This is an optimization exercise on Yosys and OpenROAD, whose aim is small area, a short achievable clock period and few clock cycles per item, not a production implementation.
In this exercise RTL edits were held to simulation tests only and were not proved equivalent to the original.

==> wip/zinc <==
==> flow/design.v <==
package mvu_cfg_pkg;
    typedef logic [6-1:0] bank_addr_t;    
    typedef logic [4-1:0]   prec_t;         
    typedef logic [10-1:0] cntdwn_t;       
    typedef struct packed {
        bank_addr_t ibaseaddr;       
        bank_addr_t wbaseaddr;       
        bank_addr_t istride;         
        bank_addr_t wstride;         
        prec_t      iprecision;      
        prec_t      wprecision;      
        logic       d_signed;        
        logic       w_signed;        
        cntdwn_t    countdown;       
    } job_cfg_t;
endpackage
package mvu_data_pkg;
    typedef logic [4-1:0] data_word_t;
    typedef logic [4*4-1:0] weight_word_t;
    typedef logic signed [32-1:0] acc_t;      
    typedef logic [4*32-1:0] acc_vec_t;
endpackage
`timescale 1ns/1ps
module mvu_add32 (
    input  logic [31:0] a,
    input  logic [31:0] b,
    output logic [31:0] y
);
    assign y = a + b;
endmodule
`timescale 1ns/1ps
module mvu_top (
    input  logic         clk,
    input  logic         rst_n,
    input  logic         start,
    input  mvu_cfg_pkg::bank_addr_t   ibaseaddr,
    input  mvu_cfg_pkg::bank_addr_t   wbaseaddr,
    input  mvu_cfg_pkg::bank_addr_t   istride,
    input  mvu_cfg_pkg::bank_addr_t   wstride,
    input  mvu_cfg_pkg::prec_t        iprecision,
    input  mvu_cfg_pkg::prec_t        wprecision,
    input  logic         d_signed,
    input  logic         w_signed,
    input  mvu_cfg_pkg::cntdwn_t      countdown,
    input  logic         wrc_en,
    input  mvu_cfg_pkg::bank_addr_t   wrc_addr,
    input  mvu_data_pkg::data_word_t   wrc_word,
    output logic         wrc_grnt,
    input  logic         rdc_en,
    input  mvu_cfg_pkg::bank_addr_t   rdc_addr,
    output mvu_data_pkg::data_word_t   rdc_word,
    output logic         rdc_grnt,
    input  logic         wrw_en,
    input  mvu_cfg_pkg::bank_addr_t   wrw_addr,
    input  mvu_data_pkg::weight_word_t wrw_word,
    output logic         done,
    output logic         irq,
    output mvu_data_pkg::acc_t         result_0,
    output mvu_data_pkg::acc_t         result_1,
    output mvu_data_pkg::acc_t         result_2,
    output mvu_data_pkg::acc_t         result_3
);
    localparam int NDP = 8;          
    localparam int DW  = 17;         
    localparam int W   = 32;
    logic [64*4-1:0]  dmem;          
    logic [64*16-1:0] wmem;          
    always_ff @(posedge clk) begin
        for (int i = 0; i < 64; i++) begin
            if (wrc_en && wrc_addr == 6'(i)) dmem[4*i +: 4]   <= wrc_word;
            if (wrw_en && wrw_addr == 6'(i)) wmem[16*i +: 16] <= wrw_word;
        end
    end
    function automatic logic [3:0] rd_d(input logic [64*4-1:0] m, input logic [5:0] a);
        rd_d = m[4*a +: 4];
    endfunction
    function automatic logic [15:0] rd_w(input logic [64*16-1:0] m, input logic [5:0] a);
        rd_w = m[16*a +: 16];
    endfunction
    function automatic logic [5:0] add3(input logic [5:0] a, input logic [5:0] b,
                                       input logic [5:0] c, input logic cin);
        logic [5:0] s, cy;
        s    = a ^ b ^ c;
        cy   = {((a[4:0] & b[4:0]) | (a[4:0] & c[4:0]) | (b[4:0] & c[4:0])), cin};
        add3 = s + cy;
    endfunction
    logic          ph2;              
    localparam int PW = 4;           
    logic          wv;               
    logic          wfirst;           
    logic [1:0]    g;                
    logic [5:0]    a2_q [NDP-1];     
    logic [5:0]    isa_q;            
    logic [3:0]    ip_q;
    logic          ds_q;
    logic [5:0]    ws4_q;            
    logic [5:0]    na [PW];          
    logic [15:0]   wqp [PW];         
    logic [15:0]   wqn [PW];         
    logic [DW-1:0] dv [4];           
    logic [W-1:0]  acs [4];          
    logic [W-1:0]  acc [4];
    logic          done_q, irq_q;
    logic [5:0] s1, s2, s3, s4, s8, sn;
    assign s1 = istride;
    assign s2 = {istride[4:0], 1'b0};
    assign s4 = {istride[3:0], 2'b0};
    assign s8 = {istride[2:0], 3'b0};
    assign sn = ~istride;
    logic [5:0] da1 [NDP];           
    assign da1[0] = ibaseaddr;
    assign da1[1] = ibaseaddr + s1;
    assign da1[2] = ibaseaddr + s2;
    assign da1[3] = add3(ibaseaddr, s1, s2, 1'b0);
    assign da1[4] = ibaseaddr + s4;
    assign da1[5] = add3(ibaseaddr, s1, s4, 1'b0);
    assign da1[6] = add3(ibaseaddr, s2, s4, 1'b0);
    assign da1[7] = add3(ibaseaddr, s8, sn, 1'b1);
    logic [5:0] da1s;
    assign da1s = da1[iprecision[3] ? 3'(NDP - 1) : iprecision[2:0]];
    logic [5:0] da [NDP];
    logic [3:0] dw [NDP];
    for (genvar p = 0; p < NDP; p++) begin : g_dport
        logic [5:0] a2;
        if (p < NDP - 1) begin : g_plain
            assign a2 = a2_q[p];
        end else begin : g_sign
            assign a2 = isa_q;           
        end
        if (p == 0) begin : g_p0
            assign da[p] = ph2 ? a2 : (start ? da1[p] : rdc_addr);
        end else if (p < NDP - 1) begin : g_pn
            assign da[p] = ph2 ? a2 : da1[p];
        end else begin : g_ps
            assign da[p] = ph2 ? a2 : da1s;
        end
        assign dw[p] = rd_d(dmem, da[p]);
    end
    logic [3:0] dsw;
    assign dsw = dw[NDP-1];
    logic [5:0] t1, t2, t3, t4, t8, t12, tb;
    assign t1  = wstride;
    assign t2  = {wstride[4:0], 1'b0};
    assign t3  = t1 + t2;
    assign t4  = {wstride[3:0], 2'b0};
    assign t8  = {wstride[2:0], 3'b0};
    assign t12 = t4 + t8;
    always_comb begin
        case (wprecision[3:2])
            2'd0: tb = '0;
            2'd1: tb = t4;
            2'd2: tb = t8;
            default: tb = t12;
        endcase
    end
    logic [5:0]  ta [PW];
    logic [15:0] rw [PW];
    assign ta[0] = wbaseaddr + tb;
    assign ta[1] = add3(wbaseaddr, tb, t1, 1'b0);
    assign ta[2] = add3(wbaseaddr, tb, t2, 1'b0);
    assign ta[3] = add3(wbaseaddr, tb, t3, 1'b0);
    for (genvar i = 0; i < PW; i++) begin : g_wport
        assign rw[i] = rd_w(wmem, start ? ta[i] : na[i]);
    end
    logic advance;                   
    logic wlast;
    assign advance = wv & ~ph2;
    assign wlast   = (g == 2'd0);
    always_ff @(posedge clk) begin
        if (!rst_n) begin
            wv     <= 1'b0;
            ph2    <= 1'b0;
            done_q <= 1'b0;
            irq_q  <= 1'b0;
        end else begin
            done_q <= advance & wlast & ~start;
            if (start) begin
                wv    <= 1'b1;
                ph2   <= iprecision[3];
                irq_q <= 1'b0;
            end else begin
                ph2 <= 1'b0;
                if (advance && wlast) begin
                    wv    <= 1'b0;
                    irq_q <= 1'b1;
                end
            end
        end
    end
    always_ff @(posedge clk) begin
        if (start) begin
            for (int p = 0; p < NDP - 1; p++) a2_q[p] <= ibaseaddr + 6'(p + 8) * istride;
            isa_q     <= ibaseaddr + iprecision * istride;
            ip_q      <= iprecision;
            ds_q      <= d_signed;
            ws4_q     <= t4;
            g         <= wprecision[3:2];
            wfirst    <= 1'b1;
            for (int i = 0; i < PW; i++) begin
                na[i]   <= ta[i] - t4;
                if (w_signed && 2'(i) == wprecision[1:0]) begin
                    wqp[i] <= '0;
                    wqn[i] <= rw[i];
                end else begin
                    wqp[i] <= rw[i] & {16{2'(i) <= wprecision[1:0]}};
                    wqn[i] <= '0;
                end
            end
        end else if (advance && !wlast) begin
            g      <= g - 2'd1;
            wfirst <= 1'b0;
            for (int i = 0; i < PW; i++) begin
                na[i]   <= na[i] - ws4_q;
                wqp[i]  <= rw[i];
                wqn[i]  <= '0;
            end
        end
    end
    for (genvar k = 0; k < 4; k++) begin : g_del
        always_ff @(posedge clk) begin
            if (start) begin
                for (int b = 0; b < NDP - 1; b++)
                    dv[k][b] <= (4'(b) <= iprecision) ? dw[b][k] : (d_signed & dsw[k]);
                dv[k][NDP-1] <= dsw[k] & ((iprecision >= 4'(NDP - 1)) | d_signed);
                for (int b = NDP; b < DW; b++)
                    dv[k][b] <= d_signed & dsw[k];
            end else begin
                if (rdc_en) dv[k][0] <= dw[0][k];
                if (ph2) begin
                    for (int b = 0; b < NDP - 1; b++)
                        dv[k][NDP+b] <= (4'(NDP + b) <= ip_q) ? dw[b][k] : (ds_q & dw[NDP-1][k]);
                    dv[k][2*NDP-1] <= dw[NDP-1][k] & ((ip_q == 4'd15) | ds_q);
                    dv[k][2*NDP]   <= ds_q & dw[NDP-1][k];
                end
            end
        end
    end
    localparam logic [W-1:0] BIAS16 = -(W'(1) << 22);
    function automatic logic [2*W-1:0] csa(input logic [W-1:0] a, input logic [W-1:0] b,
                                           input logic [W-1:0] c);
        logic [W-1:0] s, cy;
        s   = a ^ b ^ c;
        cy  = ((a & b) | (a & c) | (b & c)) << 1;
        csa = {cy, s};
    endfunction
    logic [15:0] wp_ [PW];
    logic [15:0] wn_ [PW];
    for (genvar i = 0; i < PW; i++) begin : g_wsplit
        assign wp_[i] = wqp[i];
        assign wn_[i] = wqn[i];
    end
    for (genvar j = 0; j < 4; j++) begin : g_lane
        logic [W-1:0] r0 [18];
        logic [W-1:0] r1 [12];
        logic [W-1:0] r2 [8];
        logic [W-1:0] r3 [6];
        logic [W-1:0] r4 [4];
        logic [W-1:0] r5 [3];
        logic [W-1:0] fs, fc;
        logic [3:0]   c3;            
        for (genvar i = 0; i < PW; i++) begin : g_pl
            for (genvar k = 0; k < 4; k++) begin : g_t
                logic [DW-1:0] v;
                logic [W-1:0]  hole;
                assign v = ({DW{wp_[i][4*j+k]}} & dv[k]) | ({DW{wn_[i][4*j+k]}} & ~dv[k]);
                if (i == 0) begin : g_h0
                    assign hole = W'(k == 0 && wlast) << 18;
                end else begin : g_hn
                    assign hole = W'(wn_[i-1][4*j+k]) << (i - 1);
                end
                assign r0[4*i+k] = (W'(v ^ (DW'(1) << (DW-1))) << i) | hole;
            end
        end
        assign c3 = wn_[3][4*j +: 4];
        assign r0[16] = wfirst ? (BIAS16 | W'({c3[0] & c3[1], c3[0] ^ c3[1], 3'b0}))
                               : (acs[j] << 4);
        assign r0[17] = wfirst ? W'({c3[2] & c3[3], c3[2] ^ c3[3], 3'b0}) : (acc[j] << 4);
        for (genvar t = 0; t < 6; t++) begin : g_l1
            assign {r1[2*t+1], r1[2*t]} = csa(r0[3*t], r0[3*t+1], r0[3*t+2]);
        end
        for (genvar t = 0; t < 4; t++) begin : g_l2
            assign {r2[2*t+1], r2[2*t]} = csa(r1[3*t], r1[3*t+1], r1[3*t+2]);
        end
        for (genvar t = 0; t < 2; t++) begin : g_l3
            assign {r3[2*t+1], r3[2*t]} = csa(r2[3*t], r2[3*t+1], r2[3*t+2]);
        end
        assign r3[4] = r2[6];
        assign r3[5] = r2[7];
        for (genvar t = 0; t < 2; t++) begin : g_l4
            assign {r4[2*t+1], r4[2*t]} = csa(r3[3*t], r3[3*t+1], r3[3*t+2]);
        end
        assign {r5[1], r5[0]} = csa(r4[0], r4[1], r4[2]);
        assign r5[2] = r4[3];
        assign {fc, fs} = csa(r5[0], r5[1], r5[2]);
        always_ff @(posedge clk) begin
            if (!rst_n) begin
                acs[j] <= '0;
                acc[j] <= '0;
            end else if (advance) begin
                acs[j] <= fs;
                acc[j] <= fc;
            end
        end
    end
    mvu_add32 u_res0 (.a(acs[0]), .b(acc[0]), .y(result_0));
    mvu_add32 u_res1 (.a(acs[1]), .b(acc[1]), .y(result_1));
    mvu_add32 u_res2 (.a(acs[2]), .b(acc[2]), .y(result_2));
    mvu_add32 u_res3 (.a(acs[3]), .b(acc[3]), .y(result_3));
    assign done     = done_q;
    assign irq      = irq_q;
    assign wrc_grnt = 1'b1;
    assign rdc_grnt = 1'b1;
    assign rdc_word = {dv[3][0], dv[2][0], dv[1][0], dv[0][0]};
endmodule
==> flow/run.sh <==
#!/bin/bash
# synth_recipe.tcl (not shown) runs the flow's synth.tcl, then flattens the netlist and writes it again
# the make line also repeats each setting of config.mk as NAME=value (left out here)
make -C /OpenROAD-flow-scripts/flow DESIGN_CONFIG=/design/flow/config.mk WORK_HOME=/design/flow/orfs CLKGATE_MAP_FILE= SYNTH_SCRIPT=/design/flow/synth_recipe.tcl finish
==> flow/config.mk <==
export PLATFORM = sky130hd
export DESIGN_NAME = mvu_top
export DESIGN_NICKNAME = mvu_top
export VERILOG_FILES = /design/flow/design.v
export SDC_FILE = /design/flow/constraint.sdc
export NUM_CORES = 4
export LEC_CHECK = 0
export CAP_MARGIN = 20
export CORE_MARGIN = 2
export CORE_UTILIZATION = 50
export SETUP_SLACK_MARGIN = 1.6
export SLEW_MARGIN = 20
export SYNTH_HIERARCHICAL = 1
==> flow/constraint.sdc <==
create_clock -name core_clock -period 5.5 [get_ports {clk}]
set_input_delay 1.1000 -clock core_clock [delete_from_list [all_inputs] [get_ports {clk}]]
set_output_delay 1.1000 -clock core_clock [all_outputs]
set_load 0.01 [all_outputs]
==> inputs of wip/fjord, as changes to wip/zinc <==
SETUP_SLACK_MARGIN = 1.3   (was 1.6)
==> inputs of wip/sierra, as changes to wip/zinc <==
--- a/flow/design.v
+++ b/flow/design.v
@@ -89,14 +89,14 @@
     logic          wv;               
     logic          wfirst;           
     logic [1:0]    g;                
+    logic [PW-1:0] negq;             
     logic [5:0]    a2_q [NDP-1];     
     logic [5:0]    isa_q;            
     logic [3:0]    ip_q;
     logic          ds_q;
     logic [5:0]    ws4_q;            
     logic [5:0]    na [PW];          
-    logic [15:0]   wqp [PW];         
-    logic [15:0]   wqn [PW];         
+    logic [15:0]   wq [PW];          
     logic [DW-1:0] dv [4];           
     logic [W-1:0]  acs [4];          
     logic [W-1:0]  acc [4];
@@ -198,21 +198,16 @@
             wfirst    <= 1'b1;
             for (int i = 0; i < PW; i++) begin
                 na[i]   <= ta[i] - t4;
-                if (w_signed && 2'(i) == wprecision[1:0]) begin
-                    wqp[i] <= '0;
-                    wqn[i] <= rw[i];
-                end else begin
-                    wqp[i] <= rw[i] & {16{2'(i) <= wprecision[1:0]}};
-                    wqn[i] <= '0;
-                end
+                wq[i]   <= rw[i] & {16{2'(i) <= wprecision[1:0]}};
+                negq[i] <= w_signed & (2'(i) == wprecision[1:0]);
             end
         end else if (advance && !wlast) begin
             g      <= g - 2'd1;
             wfirst <= 1'b0;
             for (int i = 0; i < PW; i++) begin
                 na[i]   <= na[i] - ws4_q;
-                wqp[i]  <= rw[i];
-                wqn[i]  <= '0;
+                wq[i]   <= rw[i];
+                negq[i] <= 1'b0;
             end
         end
     end
@@ -246,8 +241,8 @@
     logic [15:0] wp_ [PW];
     logic [15:0] wn_ [PW];
     for (genvar i = 0; i < PW; i++) begin : g_wsplit
-        assign wp_[i] = wqp[i];
-        assign wn_[i] = wqn[i];
+        assign wp_[i] = wq[i] & {16{~negq[i]}};
+        assign wn_[i] = wq[i] & {16{negq[i]}};
     end
     for (genvar j = 0; j < 4; j++) begin : g_lane
         logic [W-1:0] r0 [18];
SETUP_SLACK_MARGIN = 1.3   (was 1.6)
==> results.json <==
{
  "outcome": "no timing/DRC/antenna violations",
  "met2_wirelength_mm": 286,
  "layout-drive-gt1-share_pct": 30.6,
  "rows": 206,
  "r2r.worst_path.cells": 16,
  "synth_edf_count": 1489,
  "buffers_outside_the_clock_class": 1891,
  "antenna_violations_before_repair": 45,
  "grt_util_met2_pct": 60.1,
  "routed_wirelength_mm": 678,
  "area_share_of_xor_xnor_cells_in_the_synthesized_design_pct": 2.99,
  "synthMuxAreaShare_pct": 18.8
}
[end of results for wip/sierra]
==> results.json <==
{
  "outcome": "no timing/DRC/antenna violations",
  "synth_edf_count": 1549,
  "buffers_outside_the_clock_class": 2454,
  "post-place-cells": 19713,
  "routed_wirelength_mm": 680,
  "r2r.worst_path.cells": 15,
  "met2_wirelength_mm": 299,
  "finalCriticalPeriod_ns": 4.74,
  "synthesized_area_per_cell_um2": 11.0,
  "area_share_of_xor_xnor_cells_in_the_synthesized_design_pct": 1.31,
  "antenna_violations_before_repair": 19
}
[end of results for wip/zinc]
==> results.json <==
{
  "synth_edf_count": 1549,
  "r2r.worst_path.cells": 15,
  "met2_wirelength_mm": 295,
  "antenna_violations_before_repair": 24,
  "area_share_of_xor_xnor_cells_in_the_synthesized_design_pct": 1.31,
  "grt_util_met2_pct": 58.8,
  "outcome": "no timing/DRC/antenna violations",
  "layout-drive-gt1-share_pct": 33.9
}
[end of results for wip/fjord]
Testbench counts of wip/zinc, summed over its fixed seeds: cycles 2,414, jobs 960.
Testbench counts of wip/fjord, summed over its fixed seeds: cycles 2,414, jobs 960.
Testbench counts of wip/sierra, summed over its fixed seeds: cycles 2,414, jobs 960.

afterwards: timing with drivers on the ports:
In the flow no input, the clock included, has a driving cell. The finished layouts below were timed again as built, in two steps.
Step 1: set_driving_cell puts a clkbuf_16 on clk and a buf_2 on each other input, an assumption about the parent block.
Step 2 times the ports against the registers' clock, not the clock port: input delays grow and output delays shrink by t, the midpoint of the rising clock arrivals with the driver on.
a / b / c = ideal ports / drivers / drivers and shift; a / b = the first two.
run | shift t [ns] | setup WS [ns] | worst slew at a driven data input, ns | cell pins on the clock port's net
wip/zinc | 1.087 | 0.764 / 0.764 / -0.069 | 0.23 | 1
wip/fjord | 1.043 | 0.798 / 0.798 / -0.069 | 0.24 | 1
wip/sierra | 1.023 | 0.434 / 0.434 / 0.283 | 0.17 | 1
Met with ideal ports but missed after step 2: setup timing in wip/zinc and wip/fjord. For wip/fjord, which loses most, drivers alone change the setup slack by 0.000 ns; drivers and shift together by -0.867 ns.
